This is an optimization exercise on Yosys and OpenROAD, whose aim is small area, a short achievable clock period and few clock cycles per item, not a production implementation.
Where RTL was checked, it was by simulation tests only, not by an equivalence proof against the original.
For run 2, only the layout was checked, not whether the RTL still works.

==> flow/design.v, too long to show whole: its modules and the start of the top module <==
// module vector_magnitude_offset: 4343 lines
module vector_magnitude_offset #(
    parameter int SAMPLE_WIDTH = 16
) (
    input  wire logic        clk,
    input  wire logic        rst_n,
    input  wire logic        pair_valid,
    output logic             pair_ready,
    input  wire logic [15:0] pair_x_value,
    input  wire logic [15:0] pair_y_value,
    input  wire logic        pair_last_in,
    output logic             result_valid,
    input  wire logic        result_ready,
    output logic [15:0]      result_magnitude,
    output logic             result_last_out
);
  // ...
==> flow/run.sh <==
#!/bin/bash
# synth_recipe.tcl (not shown) runs the flow's synth.tcl, then flattens the netlist and writes it again
# the make line also repeats each setting of config.mk as NAME=value (left out here)
make -C /OpenROAD-flow-scripts/flow DESIGN_CONFIG=/design/flow/config.mk WORK_HOME=/design/flow/orfs CLKGATE_MAP_FILE= SYNTH_SCRIPT=/design/flow/synth_recipe.tcl finish
==> flow/config.mk <==
export PLATFORM = sky130hd
export DESIGN_NAME = vector_magnitude_offset
export DESIGN_NICKNAME = vector_magnitude_offset
export VERILOG_FILES = /design/flow/design.v
export SDC_FILE = /design/flow/constraint.sdc
export NUM_CORES = 4
export LEC_CHECK = 0
export ABC_CLOCK_PERIOD_IN_PS = 3500
export CAP_MARGIN = 20
export CORE_MARGIN = 2
export CORE_UTILIZATION = 40
export CTS_BUF_LIST = sky130_fd_sc_hd__clkbuf_4 sky130_fd_sc_hd__clkbuf_8
export CTS_CLUSTER_SIZE = 25
export PLACE_DENSITY = 0.6
export SETUP_SLACK_MARGIN = 3.5
export SLEW_MARGIN = 20
==> flow/constraint.sdc <==
create_clock -name core_clock -period 7.0 [get_ports {clk}]
set_input_delay 1.4000 -clock core_clock [delete_from_list [all_inputs] [get_ports {clk}]]
set_output_delay 1.4000 -clock core_clock [all_outputs]
set_load 0.01 [all_outputs]
==> summary.txt, run 1 <==
status finished clean; Critical Path Sink Type register; I/O pins 56; DP Cell Count 3372; Post-Syn Area 28500 µm²; number of flip-flops in the largest register 32; initial core utilization 0.405; met3 Resource Use GR 0.0275; highest routed layer met4; Die Wd 271 µm; cell taking the most area after synthesis edfxtp_1; Well-Tap Cells 940; #MultiIn Comb 1639; number of flops mapped to enable cells by yosys 375; Hold EP p7_n[5]; total CTS buffers 72; Chip Height 271 µm; post-synthesis adder-cell area fraction 0.294; final count of negative-setup-slack endpoints 0; Layout clock area frac 0.0462; Net Count, Synth 2970; fraction of area in multi-input gates 0.488; DRT Pass-1 Iters 5; highest-count cells in the layout ignoring fill and taps edfxtp_1 (375), inv_1 (331), ha_1 (256); main combinational cell family by area after synthesis adder cells; Avg Cell Area, Syn 11.8 µm²
Testbench counts, summed over its fixed seeds: cycles 16,080, items 16,000.
==> run 2, diff against run 1 <==
--- a/flow/design.v
+++ b/flow/design.v
@@ -18,19 +18,19 @@
     input  wire logic [15:0] pair_y_value,
     input  wire logic        pair_last_in,
     output logic             result_valid,
     input  wire logic        result_ready,
     output logic [15:0]      result_magnitude,
     output logic             result_last_out
 );
 logic adv;
+logic out_v, skid_v, ready_q, valid_q;
 logic [8:0] v;
-logic out_v;
-assign adv = ~out_v | result_ready;
+assign adv = ~skid_v;
 always_ff @(posedge clk or negedge rst_n)
     if (!rst_n) v <= '0;
     else if (adv) v <= {v[7:0], pair_valid};
 logic [15:0] xa, xb;
 assign xa = pair_x_value[15] ? 16'(-pair_x_value) : pair_x_value;
 assign xb = pair_y_value[15] ? 16'(-pair_y_value) : pair_y_value;
 logic [15:0] p0_a;
 logic [15:0] p0_b;
@@ -4331,23 +4331,50 @@
 assign e3_0[18] = e3_0_p[18] ^ e3_0_G4_17;
 assign e3_0[19] = e3_0_p[19] ^ e3_0_G4_18;
 assign d1_0 = e1_0; assign d2_0 = e2_0; assign d3_0 = e3_0;
 assign g1_0 = ~d1_0[19];
 assign g2_0 = ~d2_0[19];
 assign g3_0 = ~d3_0[19];
 logic [15:0] res_d;
 assign res_d = {p8_q[13:5] + 9'd1, p8_q[4:0], {g2_0, g3_0 | (g1_0 & ~g2_0)}};
-logic [15:0] out_m;
-logic out_l;
+logic [15:0] out_m, skid_m;
+logic out_l, skid_l;
+logic out_v_n, skid_v_n;
+wire in_v = v[8];
+always_comb begin
+    out_v_n  = out_v;
+    skid_v_n = skid_v;
+    if (skid_v) begin
+        if (result_ready) skid_v_n = 1'b0;
+    end else if (in_v) begin
+        if (!out_v || result_ready) out_v_n = 1'b1;
+        else skid_v_n = 1'b1;
+    end else if (result_ready) begin
+        out_v_n = 1'b0;
+    end
+end
 always_ff @(posedge clk or negedge rst_n)
-    if (!rst_n) out_v <= 1'b0;
-    else if (adv) out_v <= v[8];
-always_ff @(posedge clk) if (adv) begin
-    out_m <= res_d;
-    out_l <= p8_last;
+    if (!rst_n) begin
+        out_v   <= 1'b0;
+        skid_v  <= 1'b0;
+        valid_q <= 1'b0;
+        ready_q <= 1'b0;
+    end else begin
+        out_v   <= out_v_n;
+        skid_v  <= skid_v_n;
+        valid_q <= out_v_n;
+        ready_q <= ~skid_v_n;
+    end
+always_ff @(posedge clk) if (!skid_v) begin
+    skid_m <= res_d;
+    skid_l <= p8_last;
+end
+always_ff @(posedge clk) if (result_ready || (!skid_v && !out_v)) begin
+    out_m <= skid_v ? skid_m : res_d;
+    out_l <= skid_v ? skid_l : p8_last;
 end
-assign pair_ready       = adv;
-assign result_valid     = out_v;
+assign pair_ready       = ready_q;
+assign result_valid     = valid_q;
 assign result_magnitude = out_m;
 assign result_last_out  = out_l;
 endmodule
 `default_nettype wire
==> flow/config.mk (replaced) <==
export PLATFORM = sky130hd
export DESIGN_NAME = vector_magnitude_offset
export DESIGN_NICKNAME = vector_magnitude_offset
export VERILOG_FILES = /design/flow/design.v
export SDC_FILE = /design/flow/constraint.sdc
export NUM_CORES = 4
export LEC_CHECK = 0
export ABC_CLOCK_PERIOD_IN_PS = 3500
export CAP_MARGIN = 20
export CORE_MARGIN = 2
export CORE_UTILIZATION = 40
export PLACE_DENSITY = 0.6
export SETUP_SLACK_MARGIN = 3.5
export SLEW_MARGIN = 20
==> summary.txt, run 2 <==
status finished clean (unchanged); Net Count, Synth 3058 (was 2970); Seq cells post-synth 404 (was 385); Die Wd 274 µm (was 271 µm); Synth top area share 0.387 (was 0.396); number of flops mapped to enable cells by yosys 375 (unchanged); Final ANT Viol Nets 0 (unchanged); Hold Violations, Final 0 (unchanged); CP max FO 3 (was 5); count leader, synth edfxtp_1 (unchanged); initial antenna violation count 0 (was 1); all-layer global routing usage 0.154 (about the same); WS Path Type register to register (unchanged); Worst Setup SP p0_a[0] (was p0_a[2]); startpoint types register (unchanged); first-pass GRT wire length 95.1 mm (was 92.7 mm); Post-route DRC 0 (unchanged); Total Nets Final 3165 (was 3099); total of max-cap violations 0 (unchanged); DRT Pass-1 Iters 5 (unchanged); ranking of synthesized cells by area edfxtp_1 (39%), fa_1 (18%), ha_1 (11%), inv_1 (4.6%), xnor2_1 (2.7%) (was edfxtp_1 (40%), fa_1 (18%), ha_1 (11%), inv_1 (4.5%), xnor2_1 (3.0%)); post-route cell area 32900 µm² (was 32000 µm²); Area after DPL 30700 µm² (was 30100 µm²); delay-heaviest family, CP adder cells (unchanged); CTS sink count 404 (was 385); vias per std cell 5.04 (was 5.01); biggest regs p2_n: 32 flops, p3_n: 24 flops, p4_n: 20 flops (unchanged); cell taking the most area after synthesis edfxtp_1 (unchanged); Critical Path Sink Type register (unchanged); number of fill cells in the layout 6416 (was 6342); H-tree depth 2 (was 3); pin count of the biggest net entering global routing 141 (was 166); Worst path most repeated cell fa_1 (unchanged); number of global-route vias before repair 19100 (was 18600); row count 98 (was 97); HP Class register to register (unchanged); CP bufs+invs 2 (unchanged); CTS tree done (unchanged); Worst Path Required 7.30 ns (was 7.38 ns); initial core utilization 0.406 (was 0.405); Slew Viols, Final 0 (unchanged); CP max stage delay 0.58 ns (was 0.59 ns); Worst-Margin Slew 0.929 ns (was 0.944 ns); reg-to-reg critical path startpoint p0_a[0] (was p0_a[2]); register name with the most flops p2_n (unchanged); Chip Height 274 µm (was 271 µm); Max Fclk 293 MHz (was 290 MHz); Arr. time, crit path 3.71 ns (was 3.83 ns); final count of negative-setup-slack endpoints 0 (unchanged); core box area 71700 µm² (was 70300 µm²); Slew HR 0.381 (was 0.371); gpl congestion 0.843 (was 0.820); fraction of layout cells with a size suffix above 1 0.0815 (was 0.0962); post-synthesis instance total 2506 (was 2418); Clock Skews 0.0181 ns (was 0.0259 ns); Clk Latency, worst-skew pair 0.58 ns (was 0.65 ns); Avg Cell Area, Syn 11.6 µm² (was 11.8 µm²); Register-to-Register Path Depth 8 (unchanged); Port-buffer cells 55 (unchanged); highest-count cells in the layout ignoring fill and taps edfxtp_1 (375), inv_1 (347), ha_1 (258) (was edfxtp_1 (375), inv_1 (331), ha_1 (256)); Detailed Route WL 56.6 mm (was 55.6 mm); dpl hpwl 43.1 mm (was 40.8 mm); CTS Hold Bufs 0 (unchanged); Clock Tree Buf Depth 3 (unchanged); Netlist cell types 85 (was 80); CP endpoint p1_m16_1 (was p1_m17_1); Max stage delay cell, worst path fa_1 (was fa_2); post-route minimum period 3.41 ns (was 3.45 ns); number of flip-flops in the largest register 32 (unchanged); FF-to-FF End p1_m16_1 (was p1_m17_1); fin crit share 0.487 (was 0.493); most common cell after layout, fill and taps aside edfxtp_1 (unchanged); I/O pins 56 (unchanged); Ys Warns 1 (unchanged); total CTS buffers 47 (was 72); clk slew on worst S/H paths 0.06 ns (about the same); Antenna diodes 0 (unchanged); Fin Setup TNS 0 ns (unchanged); ys flop type edfxtp_1 (unchanged); Async S/R FF share, synth 0.0297 (was 0.0260); GR Overflow Total 0 (unchanged); R2R Setup Slk 3.59 ns (was 3.55 ns); crit path cell chain buf_4, nand2_1, fa_1, fa_1, fa_1, fa_1, inv_1, fa_1 (was and2_4, fa_1, inv_1, fa_1, fa_2, inv_1, fa_2, fa_1); register area share after synthesis 0.409 (was 0.405); Area Overhead vs Synth 12.9% (was 12.5%); Post-Syn Area 29100 µm² (was 28500 µm²); synth cell count leaders edfxtp_1 (375), inv_1 (358), ha_1 (258) (was edfxtp_1 (375), inv_1 (338), ha_1 (258)); Iteration-0 DRC Markers 858 (was 1066); RSZ-0062 raised after global routing true (unchanged); CTS Root Cell clkbuf_16 (was clkbuf_8); via count 18100 (was 17700); CP Depth 8 (unchanged); die area 74900 µm² (was 73300 µm²); Routed WL per cell 15.7 µm (about the same)
[run 2: area by class of cell]
class,instances,area [µm²],area share
multi-input cells,1692,15800,0.482
flip-flops and latches,404,11900,0.362
inverters,359,1350,0.0411
clock buffers,55,1250,0.0380
well taps,950,1190,0.0362
repair buffers,109,990,0.0301
clock inverters,30,355,0.0108
[run 2: how the worst min path moves through the flow]
stage	from	cells after the start	slack (ns)	to
3_5_place_dp	p0_last	0	0.40	p1_last
4_1_cts	p2_n[4]	0	0.40	p3_n[4]
3_3_place_gp	p0_last	0	0.40	p1_last
6_report	p2_n[4]	0	0.40	p3_n[4]
5_1_grt	p6_n[1]	0	0.40	p7_n[1]
2_1_floorplan	p0_last	0	0.40	p1_last
[run 2: through the flow]
stage	instances	util	setup slack [ns]	hold WS [ns]
2_1_floorplan	2506	-	0.743	0.400
4_1_cts	3581	0.455	3.46	0.398
5_1_grt	3599	0.458	3.49	0.401
6_report	3599	0.458	3.59	0.400
3_3_place_gp	3471	0.429	3.19	0.401
3_5_place_dp	3471	0.429	3.11	0.405
[run 2: per-layer routing]
metal	global-route usage	part of all wire	vias to the layer above
li1	-	-	8803
met1	0.203	0.46	9000
met2	0.265	0.49	236
met3	0.0205	0.031	91
met4	0.0467	0.024	0
met5	0	0	-
[run 2: logic make-up (layout without fill, tap and decap cells)]
| family | after synthesis | count (layout) | share of synthesized area |
|---|---|---|---|
| XOR/XNOR | 129 | 129 | 0.0388 |
| flip-flops | 404 | 404 | 0.409 |
| adder cells (fa/ha/maj) | 515 | 515 | 0.288 |
| AO/OA/AOI/OAI | 377 | 377 | 0.0874 |
| multiplexers | 51 | 51 | 0.0186 |
| buffers and inverters | 410 | 553 | 0.0531 |
| AND/OR/NAND/NOR | 620 | 620 | 0.106 |
[run 2: what timing repair did]
item / 4_1_cts / 5_1_grt
resized for setup: 14 / 31
gates cloned: 0 / 1
setup endpoints to repair: 51 / 44
pin swaps: 5 / 9
setup buffers: 25 / 17

-- separate check: timing with driven ports --
The results above use ideal ports. As a check the final layouts listed here were re-extracted and re-timed, cells and wires unchanged.
Step 1: set_driving_cell puts a clkbuf_16 on clk and a buf_2 on each other input, an assumption about the parent block.
Step 2 also shifts input and output timing later by t, the mid clock arrival at the registers, as if the neighbouring blocks saw the same clock.
Three values: no drivers, after step 1, after step 2; two values: the first two.
run	shift t [ns]	slack for setup (ns)	hold WS [ns]	worst setup path at the end	cell pins on the clock port's net
run 1	0.683	3.552 / 3.552 / 3.307	0.396 / 0.396 / 0.396	input to register	1
run 2	0.630	3.593 / 3.593 / 3.189	0.400 / 0.400 / 0.400	input to register	1
After both steps every run listed still meets setup and hold. The setup slack of run 2, which loses most, moves by 0.000 ns with the drivers and by -0.404 ns with both steps.
